This design comes from an exercise in tuning for small area, a short achievable clock period and few clock cycles per item on the open sky130 flow, not from production work. Where RTL was checked, it was by simulation tests only, not by an equivalence proof against the original.

Design modular_exponentiation_top, start of the top module:
module modular_exponentiation_top #(
  parameter int unsigned EXP_WIDTH = 64
) (
  input  wire          clk_i,
  input  wire          rst_ni,
  input  wire          s_axis_tvalid,
  output logic         s_axis_tready,
  input  wire  [127:0] s_axis_tdata,    
  output logic         m_axis_tvalid,
  input  wire          m_axis_tready,
  output logic [31:0]  m_axis_tdata,    
  input  wire          cfg_valid_i,
  output logic         cfg_ready_o,
  input  wire  [30:0]  cfg_data_i       
);
For scale: roughly 2100 cells after synthesis, ~230 flip-flops, roughly 19000 um2 of cells after synthesis.
==> flow/config.mk <==
export PLATFORM = sky130hd
export DESIGN_NAME = modular_exponentiation_top
export DESIGN_NICKNAME = modular_exponentiation_top
export VERILOG_FILES = /design/flow/design.v
export SDC_FILE = /design/flow/constraint.sdc
export NUM_CORES = 4
export LEC_CHECK = 0
export CAP_MARGIN = 20
export CORE_MARGIN = 2
export CORE_UTILIZATION = 40
export SLEW_MARGIN = 20
==> flow/constraint.sdc <==
create_clock -name core_clock -period 10.0 [get_ports {clk_i}]
set_input_delay 2.0000 -clock core_clock [delete_from_list [all_inputs] [get_ports {clk_i}]]
set_output_delay 2.0000 -clock core_clock [all_outputs]
set_load 0.01 [all_outputs]
standard.sh (not shown) runs the stock make flow with config.mk's settings and CLKGATE_MAP_FILE= SYNTH_SCRIPT=/design/flow/synth_recipe.tcl, a recipe that flattens the netlist after the stock synthesis.
==> flow/flow/run.sh <==
#!/bin/bash
# Standard ORFS layout (the standard.sh, standard synthesis) with a larger
# setup margin for timing repair; make's output goes to make_finish.log.
set -euo pipefail
bash standard.sh SETUP_SLACK_MARGIN=6 finish > make_finish.log 2>&1
==> next run, changes <==
==> flow/flow/run.sh (replaced) <==
#!/bin/bash
# Standard ORFS layout (the standard.sh, standard synthesis) with a larger
# setup margin for timing repair; make's output goes to make_finish.log.
set -euo pipefail
bash standard.sh SETUP_SLACK_MARGIN=6.5 finish > make_finish.log 2>&1
Final cell count rose by 0.99%; non-clock buffer count rose by 23; global-route usage rose by 1.5 points; wire length rose by 6.4%; clock-buffer cell count rose by 12; die area is unchanged; first-iteration DRC count rose by 6.4%.
Function was not checked in any run of this note: the RTL went through the layout flow alone.


modular_exponentiation_top, a different RTL version from the one above (not shown whole).
Size: ~1900 cells after synthesis, roughly 200 flip-flops, roughly 17000 um2 of cells after synthesis.
clock: 10.0 ns
lec_check: 0
abc_clock_period_in_ps: 3000
cap_margin: 20
core_margin: 2
core_utilization: 40
setup_slack_margin: 5
slew_margin: 20
run.sh (not shown) runs the stock make flow with config.mk's settings and CLKGATE_MAP_FILE= SYNTH_SCRIPT=/design/flow/synth_recipe.tcl, a recipe that flattens the netlist after the stock synthesis.
Stock flow here: none of the scripts above is used.
Rerun with:
--- a/flow/config.mk
+++ b/flow/config.mk
@@ -8 +7,0 @@
-export ABC_CLOCK_PERIOD_IN_PS = 3000
@@ -12 +10,0 @@
-export SETUP_SLACK_MARGIN = 5
First-iteration DRC count goes down by about a fifth.
Die area is unchanged.
Rerun with:
--- a/flow/config.mk
+++ b/flow/config.mk
@@ -10,0 +11 @@
+export SETUP_SLACK_MARGIN = 5
=> The changed run passed the timing, DRC and antenna checks. Area after synthesis does not change. Non-clock buffer count rises by 60. First-iteration DRC count rises by a quarter to a third. Worst setup slack gains 1600 ps. Hold slack gains 13 ps. Sequential cell count stays the same. Fmax rises by a quarter to a third.
Function was not checked in any run of this note: the RTL went through the layout flow alone.


run 5:
Another version of the RTL of modular_exponentiation_top (not shown whole).
Size in the first run: about 2000 cells after synthesis, roughly 250 flip-flops, about 19000 um^2 of cells after synthesis.
Settings: LEC_CHECK=0, CAP_MARGIN=20, CORE_MARGIN=2, CORE_UTILIZATION=60, PLACE_DENSITY=0.7, SETUP_SLACK_MARGIN=5, SLEW_MARGIN=20; clock period 10.0 ns.
Run 5 finished end to end and its layout was clean on timing, DRC and antenna.
What run 3 does differently from run 5 at the input level:
- a deleted SETUP_SLACK_MARGIN that had been 5
Findings:
Of run 5 and run 3, the higher mean routed wirelength per cell belongs to run 5. Count of inverters not on the clock network in the layout came out exactly the same in run 5 and run 3. Re cell area after synthesis: no difference whatsoever between run 5 and run 3. On count of cell instances traversed by the critical path, the lower figure sits with run 3, not run 5.
No functional check of the RTL was part of any run of this note.


Setup of job 5720:
modular_exponentiation_top, a different RTL version from the one above (not shown whole).
Size in the first run: roughly 230 flip-flops, ~200 I/O pins.
==> flow/config.mk <==
export PLATFORM = sky130hd
export DESIGN_NAME = modular_exponentiation_top
export DESIGN_NICKNAME = modular_exponentiation_top
export VERILOG_FILES = /design/flow/design.v
export SDC_FILE = /design/flow/constraint.sdc
export NUM_CORES = 4
export LEC_CHECK = 0
export CAP_MARGIN = 20
export CORE_MARGIN = 2
export CORE_UTILIZATION = 40
export SLEW_MARGIN = 20
==> flow/constraint.sdc <==
create_clock -name core_clock -period 10.0 [get_ports {clk_i}]
set_input_delay 2.0000 -clock core_clock [delete_from_list [all_inputs] [get_ports {clk_i}]]
set_output_delay 2.0000 -clock core_clock [all_outputs]
set_load 0.01 [all_outputs]
standard.sh (not shown) runs the stock make flow with config.mk's settings and CLKGATE_MAP_FILE= SYNTH_SCRIPT=/design/flow/synth_recipe.tcl, a recipe that flattens the netlist after the stock synthesis.
==> flow/flow/run.sh <==
#!/bin/bash
# Standard ORFS layout (the standard.sh, standard synthesis) with a larger
# setup margin for timing repair; make's output goes to make_finish.log.
set -euo pipefail
bash standard.sh SETUP_SLACK_MARGIN=5.5 finish > make_finish.log 2>&1
Testbench counts of job 5720, summed over its fixed seeds: cycles 179,520, items 192.
## Diff of input files: job 9915 against job 5720
--- a/flow/flow/run.sh
+++ b/flow/flow/run.sh
@@ -4,2 +4,2 @@
 set -euo pipefail
-bash standard.sh SETUP_SLACK_MARGIN=5.5 finish > make_finish.log 2>&1
+bash standard.sh SETUP_SLACK_MARGIN=6 finish > make_finish.log 2>&1
--- a/flow/config.mk
+++ b/flow/config.mk
@@ -9,3 +9,3 @@
 export CORE_MARGIN = 2
-export CORE_UTILIZATION = 40
+export CORE_UTILIZATION = 30
 export SLEW_MARGIN = 20
## What came out
Changes observed in job 9915 relative to job 5720: sequential share of layout area has decreased, number of CTS-inserted buffers has decreased, wire length on met2 has increased, final core utilization has decreased.
Job 9915 vs job 5720 on clock buffer and inverter area fraction after layout: job 9915 is the lower one.
Vias: job 9915 more than job 5720
After detailed routing, job 5720 needs less wire than job 9915.
Re area fraction in and, or, nand and nor cells after synthesis: no difference whatsoever between job 9915 and job 5720.
Job 5720 has lower number of ordinary and repair buffers in the finished layout than job 9915.
Taking job 5720 as the reference point, the floorplan row count of job 9915 rises by 12.
diff inputs: job 9915 => job 8349
--- a/flow/config.mk
+++ b/flow/config.mk
@@ -9,3 +9,4 @@
 export CORE_MARGIN = 2
-export CORE_UTILIZATION = 30
+export CORE_UTILIZATION = 40
 export SLEW_MARGIN = 20
+export TNS_END_PERCENT = 10
Results
- Between job 8349 and job 9915, the sequential cell area figures differ only marginally.
- Looking at clock skew across both flows, job 8349 is the weaker of the two, with job 9915 ahead.
- Compared with job 9915, job 8349 shows count of clock-buffer cells in the layout lower by 2.
- A startpoint of the worst setup timing path of c_q[27] is what job 8349 shows, while s_q[27] belongs to job 9915.


== old ==
Starting RTL as in the previous note.
clock: 10.0 ns
lec_check: 0
cap_margin: 0
core_margin: 2
core_utilization: 40
slew_margin: 0
==> flow/flow/run.sh <==
#!/bin/bash
# Standard ORFS layout (the standard.sh, standard synthesis) with a larger
# setup margin for timing repair; make's output goes to make_finish.log.
set -euo pipefail
bash standard.sh SETUP_SLACK_MARGIN=6 finish > make_finish.log 2>&1
Testbench counts of old, summed over its fixed seeds: cycles 179,520, items 192.
Edits applied to the flow inputs when going from old to new:
- SLEW_MARGIN changed from 0 to 20
- ABC_AREA newly set to 1
- CAP_MARGIN changed from 0 to 20
[summary]
- new ended with more count of buffer and inverter cells on the critical path than old.
- Delay of the slowest cell on the worst path (lower): new
- Higher layout-stage area growth over the synthesis result among new and old: new
- Looking only at length of routed wiring on met1, and setting everything else aside, the higher value of new and old goes to new.
- In the tables for new and old, count of different cell masters after synthesis reads higher with old.
- Changes observed in new relative to old: total area of multi-input combinational cells saw a decrease.
- old → new: wire length of the first global-routing pass rose by about 5%, critical path depth rose by 4.


## the reference run
modular_exponentiation_top, a different RTL version from the one above (not shown whole).
Size in the first run: roughly 2,200 cells after synthesis, about 230 flip-flops.
Settings: LEC_CHECK=0, CAP_MARGIN=20, CORE_MARGIN=2, CORE_UTILIZATION=40, SLEW_MARGIN=20; clock period 10.0 ns.
Scripts as last shown in full above: flow/flow/run.sh
The reference run: PASS, flow complete, no timing, DRC or antenna violations
Setup changes, the reference run to the trial run
--- a/flow/flow/run.sh
+++ b/flow/flow/run.sh
@@ -5 +5 @@
-bash standard.sh SETUP_SLACK_MARGIN=6 finish > make_finish.log 2>&1
+bash standard.sh SETUP_SLACK_MARGIN=6.5 finish > make_finish.log 2>&1
==> run summary <==
The highest-delay cell along the critical path comes out fa_2 in one run and fa_1 in the other, namely in the trial run and the reference run respectively.
Overall routed net length: the trial run higher than the reference run
The trial run vs the reference run, via count went down by 73.
Lower worst hold slack after final layout goes to the trial run over the reference run.
Any difference in met3 demand-to-capacity share in global routing between the trial run and the reference run is small enough to ignore.
No functional check of the RTL was part of any run of this note.


## build 35
modular_exponentiation_top with an RTL version that a note above also has.
Size: roughly 230 flip-flops, about 200 I/O pins, about 18000 um2 of cells after synthesis.
## modular_exponentiation_top
module modular_exponentiation_top #(
  parameter int unsigned EXP_WIDTH = 64
) (
  input  wire          clk_i,
  input  wire          rst_ni,
  input  wire          s_axis_tvalid,
  output logic         s_axis_tready,
  input  wire  [127:0] s_axis_tdata,    
  output logic         m_axis_tvalid,
  input  wire          m_axis_tready,
  output logic [31:0]  m_axis_tdata,    
  input  wire          cfg_valid_i,
  output logic         cfg_ready_o,
  input  wire  [30:0]  cfg_data_i       
);
  localparam int unsigned EW = (EXP_WIDTH < modexp_pkg::FieldW) ? EXP_WIDTH : modexp_pkg::FieldW;
  logic [3:0]         st_q, st_d;
  modexp_pkg::mod_t   mod_q;
  logic [4:0]         sh_q;           
  logic [34:0]        s_q, c_q;       
  logic [31:0]        r_q, b_q;       
  logic [2:0]         dig_q;          
  logic [4:0]         k_q;            
  logic               mulb_q;         
  logic signed [6:0]  eidx_q;         
  logic               ebit_q;         
  logic               found_q;        
  logic               ezero_q;        
  logic signed [1:0]  qf_q;           
  logic               sub_q;          
  logic               ovld_q;
  logic               acc_q;
  logic               first_q;        
  logic [2:0]         mbin_q;         
  logic [63:0]        base;
  logic [63:0]        expo;
  assign base = {1'b0, s_axis_tdata[62:0]};
  assign expo = 64'(s_axis_tdata[modexp_pkg::FieldW +: EW]);
  assign cfg_ready_o   = 1'b1;
  assign s_axis_tready = acc_q;
  assign m_axis_tvalid = ovld_q;
  assign m_axis_tdata  = {1'b0, r_q[30:0]};
  logic        red;
  logic [7:0]  t_tab, t;
  logic [7:0]  est;
  logic [31:0] y;
  logic        b_one, b_two, b_neg;
  logic [34:0] ysx, ymag, xy;
  logic [34:0] s4, c4, s1, c1, s3, c3;
  logic [34:0] row;
  logic [32:0] mag, m3_q;         
  logic        q_1, q_2, q_3, q_4, q_p;
  logic [34:0] sum;
  logic [31:0] r_new;
  ...
Settings: LEC_CHECK=0, CAP_MARGIN=20, CORE_MARGIN=2, CORE_UTILIZATION=40, PLACE_DENSITY=0.5, SLEW_MARGIN=20; clock period 10.0 ns.
==> flow/flow/run.sh <==
#!/bin/bash
# Standard ORFS layout (the standard.sh, standard synthesis) with a larger
# setup margin for timing repair; make's output goes to make_finish.log.
set -euo pipefail
bash standard.sh SETUP_SLACK_MARGIN=6 finish > make_finish.log 2>&1
Testbench counts of build 35, summed over its fixed seeds: cycles 179,520, items 192.
diff inputs: build 35 => build 97
- PLACE_DENSITY: 0.5 -> unset
==> run summary <==
Re maximum number of pins on one net before global-route repair: no difference whatsoever between build 97 and build 35.
~same number of library cell types mapped by synthesis in build 97 and build 35
In the flow results for build 97 and build 35, the clock buffer count in the final layout is larger on build 35.
In build 97, layout overhead on the synthesized area is lower than in build 35.
Comparing build 97 against build 35, there is no change at all in share of synthesized area spent on multiplexers.
Build 97: hold slack 0.019 ns above build 35
Inputs modified between build 97 and build 40:
==> flow/flow/run.sh <==
#!/bin/bash
# Standard ORFS layout (the standard.sh, standard synthesis) with a larger
# setup margin for timing repair; make's output goes to make_finish.log.
set -euo pipefail
bash standard.sh SETUP_SLACK_MARGIN=7 finish > make_finish.log 2>&1
### Flow results
- Compared to build 97, the routing of build 40 uses more wire.
- Re flip-flop and latch area: build 97 was lower than build 40.
- Build 40 ended up with sky130_fd_sc_hd__fa_2 as its worst-path cell with the longest stage delay; build 97 ended up with sky130_fd_sc_hd__or4_4.
- | wire length on met3 | lower: build 40 |
- Relative to build 97, fmax decreased by about 1.9% in build 40.
- Placed instance count across build 97 and build 40: no real change.
- Build 40 vs build 97: non-clock buffer total of the final layout up by more than a quarter
- As far as met3 demand-to-capacity share in global routing is concerned, build 97 and build 40 perform about the same.
- Re worst setup slack before clock tree synthesis: build 40 is 0.43 ns up on build 97.
- Build 40 vs. build 97: number of fill cells in the layout lost about 2.5%; area of all placed cells without fillers picked up an extra 7.2%.
> inputs changed (build 40 -> build 25)
- an added TNS_END_PERCENT of 30
==> flow/flow/run.sh <==
#!/bin/bash
# Standard ORFS layout (the standard.sh, standard synthesis) with a larger
# setup margin for timing repair; make's output goes to make_finish.log.
set -euo pipefail
bash standard.sh SETUP_SLACK_MARGIN=6 finish > make_finish.log 2>&1
- Status: final clock skew parity (build 25, build 40)
- Count of non-filler cells in the finished layout sits lower in build 25 than in build 40.
- The critical path depth number comes out lower for build 40 vs build 25.
- Against build 40 as the reference, build 25 delivers a lower biggest cell delay along the critical path.
- Compare build 25 and build 40 | timing-limited maximum frequency higher: build 25
- Compared with build 40, build 25 shows minimum setup slack in the final design higher by 0.037 ns.


== before ==
Another version of the RTL of modular_exponentiation_top (not shown whole).
For scale: ~1,900 cells after synthesis, about 200 flip-flops, about 200 I/O pins.
==> flow/config.mk <==
export PLATFORM = sky130hd
export DESIGN_NAME = modular_exponentiation_top
export DESIGN_NICKNAME = modular_exponentiation_top
export VERILOG_FILES = /design/flow/design.v
export SDC_FILE = /design/flow/constraint.sdc
export NUM_CORES = 4
export LEC_CHECK = 0
export CAP_MARGIN = 20
export CORE_MARGIN = 2
export CORE_UTILIZATION = 40
export SLEW_MARGIN = 20
==> flow/constraint.sdc <==
create_clock -name core_clock -period 10.0 [get_ports {clk_i}]
set_input_delay 2.0000 -clock core_clock [delete_from_list [all_inputs] [get_ports {clk_i}]]
set_output_delay 2.0000 -clock core_clock [all_outputs]
set_load 0.01 [all_outputs]
==> flow/flow/run.sh <==
#!/bin/bash
# Standard ORFS layout (the standard.sh, standard synthesis) with a larger
# setup margin for timing repair; make's output goes to make_finish.log.
set -euo pipefail
bash standard.sh SETUP_SLACK_MARGIN=6 finish > make_finish.log 2>&1
before: all stages complete, timing, DRC and antenna checks passed
Relative to before, the following input files were edited for after:
# before
export LEC_CHECK = 0
export CAP_MARGIN = 20
export CORE_MARGIN = 2
export CORE_UTILIZATION = 40
export SLEW_MARGIN = 20
create_clock -name core_clock -period 10.0 [get_ports {clk_i}]
# after
export LEC_CHECK = 0
export CAP_MARGIN = 20
export CORE_MARGIN = 2
export CORE_UTILIZATION = 40
export SETUP_SLACK_MARGIN = 5
export SLEW_MARGIN = 20
create_clock -name core_clock -period 10.0 [get_ports {clk_i}]
==> flow/run.sh (new file) <==
#!/bin/bash
# synth_recipe.tcl (not shown) runs the flow's synth.tcl, then flattens the netlist and writes it again
# the make line also repeats each setting of config.mk as NAME=value (left out here)
make -C /OpenROAD-flow-scripts/flow DESIGN_CONFIG=/design/flow/config.mk WORK_HOME=/design/flow/orfs CLKGATE_MAP_FILE= SYNTH_SCRIPT=/design/flow/synth_recipe.tcl finish
removed: flow/flow/run.sh
removed: flow/standard.sh
## What came out
Summary — worst setup slack, after relative to before: lower, by 0.35 ns. Taking before as the reference, in after post-cts resize count has decreased, layout overhead on the synthesized area has decreased, final standard cell utilization of the core has decreased. Comparing after against before, there is no change at all in area of the core.
No functional check of the RTL was part of any run of this note.

re-timing with driven ports:
The results above use ideal ports. As a check the final layouts listed here were re-extracted and re-timed, cells and wires unchanged. Step 1 assumes that a clkbuf_16 drives the clock port and a buf_2 every other input. Step 2 also shifts input and output timing later by t, the mid clock arrival at the registers, as if the neighbouring blocks saw the same clock. a / b / c = no drivers / after step 1 / after step 2; a / b = the first two.
run | t, ns | setup slack, ns | worst setup path after step 2
the first run of note 1 | 0.616 | 5.809 / 5.809 / 5.494 | input to register
the second run of note 1 | 0.621 | 5.970 / 5.970 / 5.905 | input to register
the first run of note 2 | 0.502 | 4.995 / 4.995 / 4.995 | register to register
the second run of note 2 | 0.498 | 3.436 / 3.436 / 3.436 | register to register
the third run of note 2 | 0.502 | 4.995 / 4.995 / 4.995 | register to register
run 5 | 0.591 | 4.934 / 4.934 / 4.824 | input to register
run 3 | 0.591 | 3.501 / 3.501 / 3.501 | register to register
job 5720 | 0.594 | 5.622 / 5.622 / 5.559 | input to register
job 9915 | 0.597 | 5.700 / 5.700 / 5.577 | input to register
job 8349 | 0.617 | 5.725 / 5.725 / 5.556 | input to register
old | 0.609 | 5.798 / 5.798 / 5.579 | input to register
new | 0.609 | 5.860 / 5.860 / 5.467 | input to register
the reference run | 0.604 | 5.812 / 5.812 / 5.514 | input to register
the trial run | 0.609 | 5.607 / 5.607 / 5.607 | register to register
build 35 | 0.611 | 5.732 / 5.732 / 5.587 | input to register
build 97 | 0.609 | 5.797 / 5.797 / 5.579 | input to register
build 40 | 0.601 | 5.718 / 5.718 / 5.718 | register to register
build 25 | 0.600 | 5.755 / 5.755 / 5.561 | input to register
before | 0.575 | 5.590 / 5.590 / 5.590 | register to register
after | 0.568 | 5.239 / 5.239 / 5.239 | register to register
After both steps every run listed still meets setup and hold. The setup slack of new, which loses most, moves by 0.000 ns with the drivers and by -0.393 ns with both steps.
